Background: an optimization exercise with open tools, aiming at small area and a short achievable clock period. Do not read the settings as production practice. Where RTL was checked, it was by simulation tests only, not by an equivalence proof against the original. Power and IR drop assume default switching activity.

==> trial 66: inputs <==
## mipsExecUnit
module mipsExecUnit
(
    input  logic        clk,
    input  logic        rstN,
    input  logic        instrValid,
    input  logic [31:0] instrWord,
    input  logic [31:0] rsValue,
    input  logic [31:0] rtValue,
    output logic        resultValid,
    output logic [32:0] execOut
);
Settings: LEC_CHECK=0, CAP_MARGIN=20, CORE_MARGIN=2, CORE_UTILIZATION=40, SETUP_SLACK_MARGIN=5, SLEW_MARGIN=20; clock period 9.0 ns.
run.sh (not shown) runs the stock make flow with config.mk's settings and CLKGATE_MAP_FILE= SYNTH_SCRIPT=/design/flow/synth_recipe.tcl, a recipe that flattens the netlist after the stock synthesis.
==> inputs of build 11, as changes to trial 66 <==
--- a/flow/design.v
+++ b/flow/design.v
@@ -163,15 +163,14 @@
     assign kMulX  = oMul | kShift;                        
     logic [31:0] bSel, rtRev;
     always_comb begin
         for (int i = 0; i < 32; i++) rtRev[i] = rtValue[31-i];
     end
     always_comb begin
         if (kImm)      bSel = {{16{imm[15] & ~kZext}}, imm};
-        else if (fSrl) bSel = rtRev;
         else           bSel = rtValue;
     end
     logic [3:0] tt;
     always_comb begin
         tt = 4'b0000;                             
         if (kAddB | kMulX) tt = 4'b1010;          
         if (kSubB)         tt = 4'b0101;          
@@ -180,60 +179,74 @@
         if (kXor)          tt = 4'b0110;
         if (kNor)          tt = 4'b0001;
     end
     logic [31:0] xSel, aSel, shOne;
     always_comb begin
         for (int i = 0; i < 32; i++) xSel[i] = tt[{rsValue[i], bSel[i]}];
     end
-    assign shOne = 32'd1 << sh;
-    assign aSel  = kShift ? shOne : rsValue;
+    always_comb begin
+        if (fSrl)      aSel = rtRev;
+        else if (fSll) aSel = rtValue;
+        else           aSel = rsValue;
+    end
     logic sgnDiff;
     assign sgnDiff = rsValue[31] ^ bSel[31];
     logic rsZero, rsEq, takenSel;
     assign rsZero = (rsValue == 32'd0);
     assign rsEq   = (rsValue == rtValue);
     assign takenSel = (oBeq & rsEq) | (oBne & ~rsEq) |
                       (oBgtz & ~rsValue[31] & ~rsZero) | (oBlez & (rsValue[31] | rsZero)) |
                       (oBltz & rsValue[31]) | (oBgez & ~rsValue[31]);
     logic [32:0] xe0;
-    assign xe0 = {{xSel, 1'b0}};
+    assign xe0 = {rtValue, 1'b0};
     logic [15:0] esgl, edbl, eneg;
     always_comb begin
         for (int i = 0; i < 16; i++) begin
             esgl[i] = xe0[2*i+1] ^ xe0[2*i];
             edbl[i] = (xe0[2*i+2] & ~xe0[2*i+1] & ~xe0[2*i]) | (~xe0[2*i+2] & xe0[2*i+1] & xe0[2*i]);
             eneg[i] = xe0[2*i+2];
         end
     end
+    logic [15:0] hsgl, hdbl;
+    always_comb begin
+        for (int i = 0; i < 16; i++) begin
+            hsgl[i] = (sh == 5'(2*i)) | ((i > 0) && (sh == 5'(2*i-1)));
+            hdbl[i] = (sh == 5'(2*i+1));                
+        end
+    end
     logic [47:0] fSel;
-    assign fSel = kMulX ? {{eneg, edbl, esgl}} : {{16'd0, xSel}};
+    always_comb begin
+        if (oMul)        fSel = {eneg, edbl, esgl};
+        else if (kShift) fSel = {hdbl, hdbl, hsgl};
+        else             fSel = {32'd0, 15'd0, kAddB | kSubB | kPassA};    
+    end
     logic        v1;
     logic [31:0] a1;
     logic [47:0] f1;
-    logic        mm1, one1, cin1, srl1, slt1, sltK1, sltS1, tk1;
+    logic [31:0] c1;
+    logic        cin1, srl1, slt1, sltK1, sltS1, tk1;
     always_ff @(posedge clk) begin
         if (!rstN) v1 <= 1'b0;
         else       v1 <= instrValid;
         a1    <= aSel;
         f1    <= fSel;
-        mm1   <= kMulX;
-        one1  <= kAddB | kSubB | kPassA;
+        c1    <= kMulX ? 32'd0 : xSel;
         cin1  <= kSubB;
         srl1  <= fSrl;
         slt1  <= kSlt;
         sltK1 <= kSlt & sgnDiff & rsValue[31];
         sltS1 <= kSlt & ~sgnDiff;
         tk1   <= takenSel;
     end
     logic [15:0] bsgl, bdbl, bneg;
-    assign bsgl = (f1[15:0] & {{16{{mm1}}}}) | {{15'd0, one1}};
-    assign bdbl = f1[31:16] & {{16{{mm1}}}};
+    assign bsgl = f1[15:0];
+    assign bdbl = f1[31:16];
     assign bneg = f1[47:32];
     logic [31:0] crow;
-    assign crow = f1[31:0] & {{32{{~mm1}}}};
+    assign crow = c1;
     logic [32:0] ae;
     assign ae = {a1, 1'b0};
     logic [31:0] pp0;
     logic [29:0] pp1;
     logic [27:0] pp2;
     logic [25:0] pp3;
     logic [23:0] pp4;
@@ -289,14 +302,15 @@
     logic fs11, fc11;
     logic hs7, hc7;
     logic fs12, fc12;
     logic fs13, fc13;
     logic fs14, fc14;
     logic fs15, fc15;
     logic hs8, hc8;
+    logic x31c0;
     logic hs9, hc9;
     logic hs10, hc10;
     logic fs16, fc16;
     logic hs11, hc11;
     logic fs17, fc17;
     logic hs12, hc12;
     logic fs18, fc18;
@@ -345,14 +359,15 @@
     logic fs57, fc57;
     logic fs58, fc58;
     logic fs59, fc59;
     logic fs60, fc60;
     logic fs61, fc61;
     logic fs62, fc62;
     logic fs63, fc63;
+    logic x31c1;
     logic hs17, hc17;
     logic hs18, hc18;
     logic fs64, fc64;
     logic hs19, hc19;
     logic fs65, fc65;
     logic hs20, hc20;
     logic fs66, fc66;
@@ -408,14 +423,15 @@
     logic fs114, fc114;
     logic fs115, fc115;
     logic fs116, fc116;
     logic fs117, fc117;
     logic fs118, fc118;
     logic fs119, fc119;
     logic fs120, fc120;
+    logic x31c2;
     logic hs23, hc23;
     logic hs24, hc24;
     logic fs121, fc121;
     logic hs25, hc25;
     logic fs122, fc122;
     logic hs26, hc26;
     logic fs123, fc123;
@@ -460,14 +476,15 @@
     logic fs162, fc162;
     logic fs163, fc163;
     logic fs164, fc164;
     logic fs165, fc165;
     logic fs166, fc166;
     logic fs167, fc167;
     logic fs168, fc168;
+    logic x31c3;
     assign hs0 = pp0[22] ^ pp1[20];
     assign hc0 = pp0[22] & pp1[20];
     assign hs1 = pp0[23] ^ pp1[21];
     assign hc1 = pp0[23] & pp1[21];
     assign fs0 = pp0[24] ^ pp1[22] ^ pp2[20];
     assign fc0 = (pp0[24] & pp1[22]) | (pp0[24] & pp2[20]) | (pp1[22] & pp2[20]);
     assign hs2 = pp3[18] ^ pp4[16];
@@ -510,14 +527,15 @@
     assign fc13 = (pp3[24] & pp4[22]) | (pp3[24] & pp5[20]) | (pp4[22] & pp5[20]);
     assign fs14 = pp6[18] ^ pp7[16] ^ pp8[14];
     assign fc14 = (pp6[18] & pp7[16]) | (pp6[18] & pp8[14]) | (pp7[16] & pp8[14]);
     assign fs15 = pp9[12] ^ pp10[10] ^ pp11[8];
     assign fc15 = (pp9[12] & pp10[10]) | (pp9[12] & pp11[8]) | (pp10[10] & pp11[8]);
     assign hs8 = pp12[6] ^ pp13[4];
     assign hc8 = pp12[6] & pp13[4];
+    assign x31c0 = fc12 ^ fc13 ^ fc14 ^ fc15 ^ hc8;
     assign hs9 = pp0[14] ^ pp1[12];
     assign hc9 = pp0[14] & pp1[12];
     assign hs10 = pp0[15] ^ pp1[13];
     assign hc10 = pp0[15] & pp1[13];
     assign fs16 = pp0[16] ^ pp1[14] ^ pp2[12];
     assign fc16 = (pp0[16] & pp1[14]) | (pp0[16] & pp2[12]) | (pp1[14] & pp2[12]);
     assign hs11 = pp3[10] ^ pp4[8];
@@ -622,14 +640,15 @@
     assign fc60 = (fs12 & fs13) | (fs12 & fs14) | (fs13 & fs14);
     assign fs61 = fs15 ^ hs8 ^ pp14[2];
     assign fc61 = (fs15 & hs8) | (fs15 & pp14[2]) | (hs8 & pp14[2]);
     assign fs62 = pp15[0] ^ bneg[15] ^ crow[30];
     assign fc62 = (pp15[0] & bneg[15]) | (pp15[0] & crow[30]) | (bneg[15] & crow[30]);
     assign fs63 = fc9 ^ fc10 ^ fc11;
     assign fc63 = (fc9 & fc10) | (fc9 & fc11) | (fc10 & fc11);
+    assign x31c1 = fc60 ^ fc61 ^ fc62 ^ fc63;
     assign hs17 = pp0[8] ^ pp1[6];
     assign hc17 = pp0[8] & pp1[6];
     assign hs18 = pp0[9] ^ pp1[7];
     assign hc18 = pp0[9] & pp1[7];
     assign fs64 = pp0[10] ^ pp1[8] ^ pp2[6];
     assign fc64 = (pp0[10] & pp1[8]) | (pp0[10] & pp2[6]) | (pp1[8] & pp2[6]);
     assign hs19 = pp3[4] ^ pp4[2];
@@ -748,14 +767,15 @@
     assign fc117 = (fc53 & fc54) | (fc53 & fc55) | (fc54 & fc55);
     assign fs118 = fs60 ^ fs61 ^ fs62;
     assign fc118 = (fs60 & fs61) | (fs60 & fs62) | (fs61 & fs62);
     assign fs119 = fs63 ^ hc7 ^ fc56;
     assign fc119 = (fs63 & hc7) | (fs63 & fc56) | (hc7 & fc56);
     assign fs120 = fc57 ^ fc58 ^ fc59;
     assign fc120 = (fc57 & fc58) | (fc57 & fc59) | (fc58 & fc59);
+    assign x31c2 = fc118 ^ fc119 ^ fc120;
     assign hs23 = pp0[4] ^ pp1[2];
     assign hc23 = pp0[4] & pp1[2];
     assign hs24 = pp0[5] ^ pp1[3];
     assign hc24 = pp0[5] & pp1[3];
     assign fs121 = pp0[6] ^ pp1[4] ^ pp2[2];
     assign fc121 = (pp0[6] & pp1[4]) | (pp0[6] & pp2[2]) | (pp1[4] & pp2[2]);
     assign hs25 = pp3[0] ^ bneg[3];
@@ -852,17 +872,16 @@
     assign fc165 = (fs115 & fs116) | (fs115 & fs117) | (fs116 & fs117);
     assign fs166 = fc112 ^ fc113 ^ fc114;
     assign fc166 = (fc112 & fc113) | (fc112 & fc114) | (fc113 & fc114);
     assign fs167 = fs118 ^ fs119 ^ fs120;
     assign fc167 = (fs118 & fs119) | (fs118 & fs120) | (fs119 & fs120);
     assign fs168 = fc115 ^ fc116 ^ fc117;
     assign fc168 = (fc115 & fc116) | (fc115 & fc117) | (fc116 & fc117);
-    logic x31f;
-    assign x31f = x31l0 ^ fc12 ^ fc13 ^ fc14 ^ fc15 ^ hc8 ^ fc60 ^ fc61 ^ fc62 ^ fc63 ^ fc118 ^ fc119 ^ fc120 ^ fc167;
-    logic [122:0] r2t, r2d;
+    assign x31c3 = fc167 ^ fc168;
+    logic [125:0] r2t, r2d;
     assign r2d[0] = pp0[0];
     assign r2d[1] = bneg[0];
     assign r2d[2] = crow[0];
     assign r2d[3] = cin1;
     assign r2d[4] = pp0[1];
     assign r2d[5] = crow[1];
     assign r2d[6] = pp0[2];
@@ -976,16 +995,19 @@
     assign r2d[114] = fs166;
     assign r2d[115] = fc163;
     assign r2d[116] = fc164;
     assign r2d[117] = fs167;
     assign r2d[118] = fs168;
     assign r2d[119] = fc165;
     assign r2d[120] = fc166;
-    assign r2d[121] = x31f;
-    assign r2d[122] = fc168;
+    assign r2d[121] = x31l0;
+    assign r2d[122] = x31c0;
+    assign r2d[123] = x31c1;
+    assign r2d[124] = x31c2;
+    assign r2d[125] = x31c3;
     logic        v2, srl2, slt2, sltK2, sltS2, tk2;
     always_ff @(posedge clk) begin
         if (!rstN) v2 <= 1'b0;
         else       v2 <= v1;
         r2t   <= r2d;
         srl2  <= srl1;
         slt2  <= slt1;
@@ -1173,28 +1195,30 @@
     assign fs223 = fs193 ^ r2t[112] ^ fc192;
     assign fc223 = (fs193 & r2t[112]) | (fs193 & fc192) | (r2t[112] & fc192);
     assign fs224 = fs194 ^ r2t[116] ^ fc193;
     assign fc224 = (fs194 & r2t[116]) | (fs194 & fc193) | (r2t[116] & fc193);
     assign fs225 = fs195 ^ r2t[120] ^ fc194;
     assign fc225 = (fs195 & r2t[120]) | (fs195 & fc194) | (r2t[120] & fc194);
     logic [31:0] rowA, rowB;
-    assign rowA = {(r2t[121] ^ r2t[122] ^ fc195 ^ fc225), fs225, fs224, fs223, fs222, fs221, fs220, fs219, fs218, fs217, fs216, fs215, fs214, fs213, fs212, fs211, fs210, fs209, fs208, fs207, fs206, fs205, fs204, fs203, fs202, fs201, fs200, fs199, fs198, fs197, fs196, hs30};
+    assign rowA = {(r2t[121] ^ r2t[122] ^ r2t[123] ^ r2t[124] ^ r2t[125] ^ fc195 ^ fc225), fs225, fs224, fs223, fs222, fs221, fs220, fs219, fs218, fs217, fs216, fs215, fs214, fs213, fs212, fs211, fs210, fs209, fs208, fs207, fs206, fs205, fs204, fs203, fs202, fs201, fs200, fs199, fs198, fs197, fs196, hs30};
     assign rowB = {1'b0, fc224, fc223, fc222, fc221, fc220, fc219, fc218, fc217, fc216, fc215, fc214, fc213, fc212, fc211, fc210, fc209, fc208, fc207, fc206, fc205, fc204, fc203, fc202, fc201, fc200, fc199, fc198, fc197, fc196, hc30, r2t[3]};
     logic [31:0] sum;
     assign sum = rowA + rowB;
-    logic [31:0] res;
-    logic        pass2;
-    assign pass2 = ~srl2 & ~slt2;
-    always_comb begin
-        for (int i = 1; i < 32; i++) res[i] = (pass2 & sum[i]) | (srl2 & sum[31-i]);
-        res[0] = (pass2 & sum[0]) | ((srl2 | sltS2) & sum[31]) | sltK2;
-    end
-    logic [31:0] res3;
-    logic        tk3;
+    logic [31:0] sum3, res;
+    logic        srl3, slt3, sltK3, sltS3, tk3, pass3;
     always_ff @(posedge clk) begin
         if (!rstN) resultValid <= 1'b0;
         else       resultValid <= v2;
-        res3 <= res;
-        tk3  <= tk2;
+        sum3  <= sum;
+        srl3  <= srl2;
+        slt3  <= slt2;
+        sltK3 <= sltK2;
+        sltS3 <= sltS2;
+        tk3   <= tk2;
+    end
+    assign pass3 = ~srl3 & ~slt3;
+    always_comb begin
+        for (int i = 1; i < 32; i++) res[i] = (pass3 & sum3[i]) | (srl3 & sum3[31-i]);
+        res[0] = (pass3 & sum3[0]) | ((srl3 | sltS3) & sum3[31]) | sltK3;
     end
-    assign execOut = {res3, tk3};
+    assign execOut = {res, tk3};
 endmodule
==> flow/flow/run.sh (new file) <==
#!/bin/bash
bash standard.sh SETUP_SLACK_MARGIN=5.6 finish > standard.log 2>&1
==> flow/standard.sh (new file) <==
#!/bin/bash
# synth_recipe.tcl (not shown) runs the flow's synth.tcl, then flattens the netlist and writes it again
# the make line also repeats each setting of config.mk as NAME=value (left out here)
make -C /OpenROAD-flow-scripts/flow DESIGN_CONFIG=/design/flow/config.mk WORK_HOME=/design/flow/orfs CLKGATE_MAP_FILE= SYNTH_SCRIPT=/design/flow/synth_recipe.tcl "${@:-finish}"
Settings changed: CORE_UTILIZATION 40 to 60, PLACE_DENSITY from default to 0.8.
removed: flow/run.sh
==> summary of the runs <==
- Trial 66 finished clean. Build 11 completed without violations.
- Total power: trial 66 is smaller than build 11 (about 13%).
- In build 11 the synthesized area is larger than in trial 66, by about 2.8%.
- Between build 11 and trial 66, the lower sequential power is in trial 66 (gap about 17%, measured against trial 66).
- Of trial 66 and build 11, build 11 has the higher synthesized cell count (gap 2.2%, measured against build 11).
- Via count: build 11 is higher than trial 66 (5.4%).
- Between trial 66 and build 11, the lower clock skew is in build 11 (gap 0.0097 ns).
- Between trial 66 and build 11, the lower design area is in trial 66 (gap 2.5%, measured against build 11).
- Clock power is about the same in build 11 and trial 66.
- Between build 11 and trial 66, the lower first-iteration DRC count is in trial 66 (gap 50%, measured against trial 66).
- Of build 11 and trial 66, trial 66 has the higher critical path depth (gap 11).
- Of build 11 and trial 66, trial 66 has the higher non-clock buffer count (gap 1).
==> figures <==
Maximum clock rate: trial 66 0.2170 GHz; build 11 0.2786 GHz
LEAKAGE: trial 66 0.01052 uW; build 11 0.01078 uW
Result of the run: trial 66 complete, no violations; build 11 complete, no violations
Starting utilization of the core area: trial 66 40.53%; build 11 60.35%
Post-route met1 wirelength: trial 66 28,930 um; build 11 26,290 um
Number of flip-flops in the largest register: trial 66 123; build 11 126
Kind of critical path: trial 66 flop to flop; build 11 flop to output pin
Sum of routed wire length over all layers: trial 66 77,650 um; build 11 78,850 um
Met3 routed WL: trial 66 8112 um; build 11 10,570 um
Ratio of cells with drive above 1 in the final layout: trial 66 15.37%; build 11 18.21%
Share of power burned in registers: trial 66 38.8%; build 11 39.2%
Most repeated cell in the gate-level netlist after synthesis: trial 66 sky130_fd_sc_hd__a22oi_1; build 11 sky130_fd_sc_hd__dfxtp_1
Proportion of netlist area held by the largest area contributor: trial 66 23.64%; build 11 26.37%
Highest fanout seen on the critical path: trial 66 24; build 11 15
Synthesized-area fraction occupied by ao, oa, aoi and oai cells: trial 66 16.52%; build 11 15.91%
Met1 routing resource usage after global routing: trial 66 33.87%; build 11 47.22%
Maximum clock skew at final layout: trial 66 0.03457 ns; build 11 0.02486 ns
Simple-gate portion of the synthesized area: trial 66 8.537%; build 11 6.742%
Seq pwr: trial 66 1280 uW; build 11 1500 uW
FF-to-FF End: trial 66 r2t[121]; build 11 sum3[31]
Met2 Wirelength: trial 66 34,890 um; build 11 34,980 um
Area of the multi-input gates: trial 66 15,470 um2; build 11 15,470 um2
Cell type of the slowest stage on the worst timing path: trial 66 sky130_fd_sc_hd__fa_1; build 11 sky130_fd_sc_hd__dfxtp_4
No functional check of the RTL was part of trial 66.

==> what the ideal ports hide <==
Ports are ideal in the flow. The routed layouts listed here were re-timed in OpenROAD. Step 1 assumes that a clkbuf_16 drives the clock port and a buf_2 every other input. Step 2 times the ports against the registers' clock, not the clock port: input delays grow and output delays shrink by t, the midpoint of the rising clock arrivals with the driver on. Slacks: ideal ports / drivers / drivers and shift; pairs: ideal ports / drivers.
| run | shift t [ns] | slack for setup (ns) | latest minus earliest clock arrival (ns) | pins driven straight from the clock port |
|---|---|---|---|---|
| trial 66 | 0.631 | 4.392 / 4.392 / 4.392 | 0.034 / 0.035 | 1 |
| build 11 | 0.643 | 5.411 / 5.355 / 4.926 | 0.026 / 0.025 | 1 |
After both steps setup and hold are still met in every run listed. For build 11, which loses most, drivers alone change the setup slack by -0.056 ns; drivers and shift together by -0.485 ns.
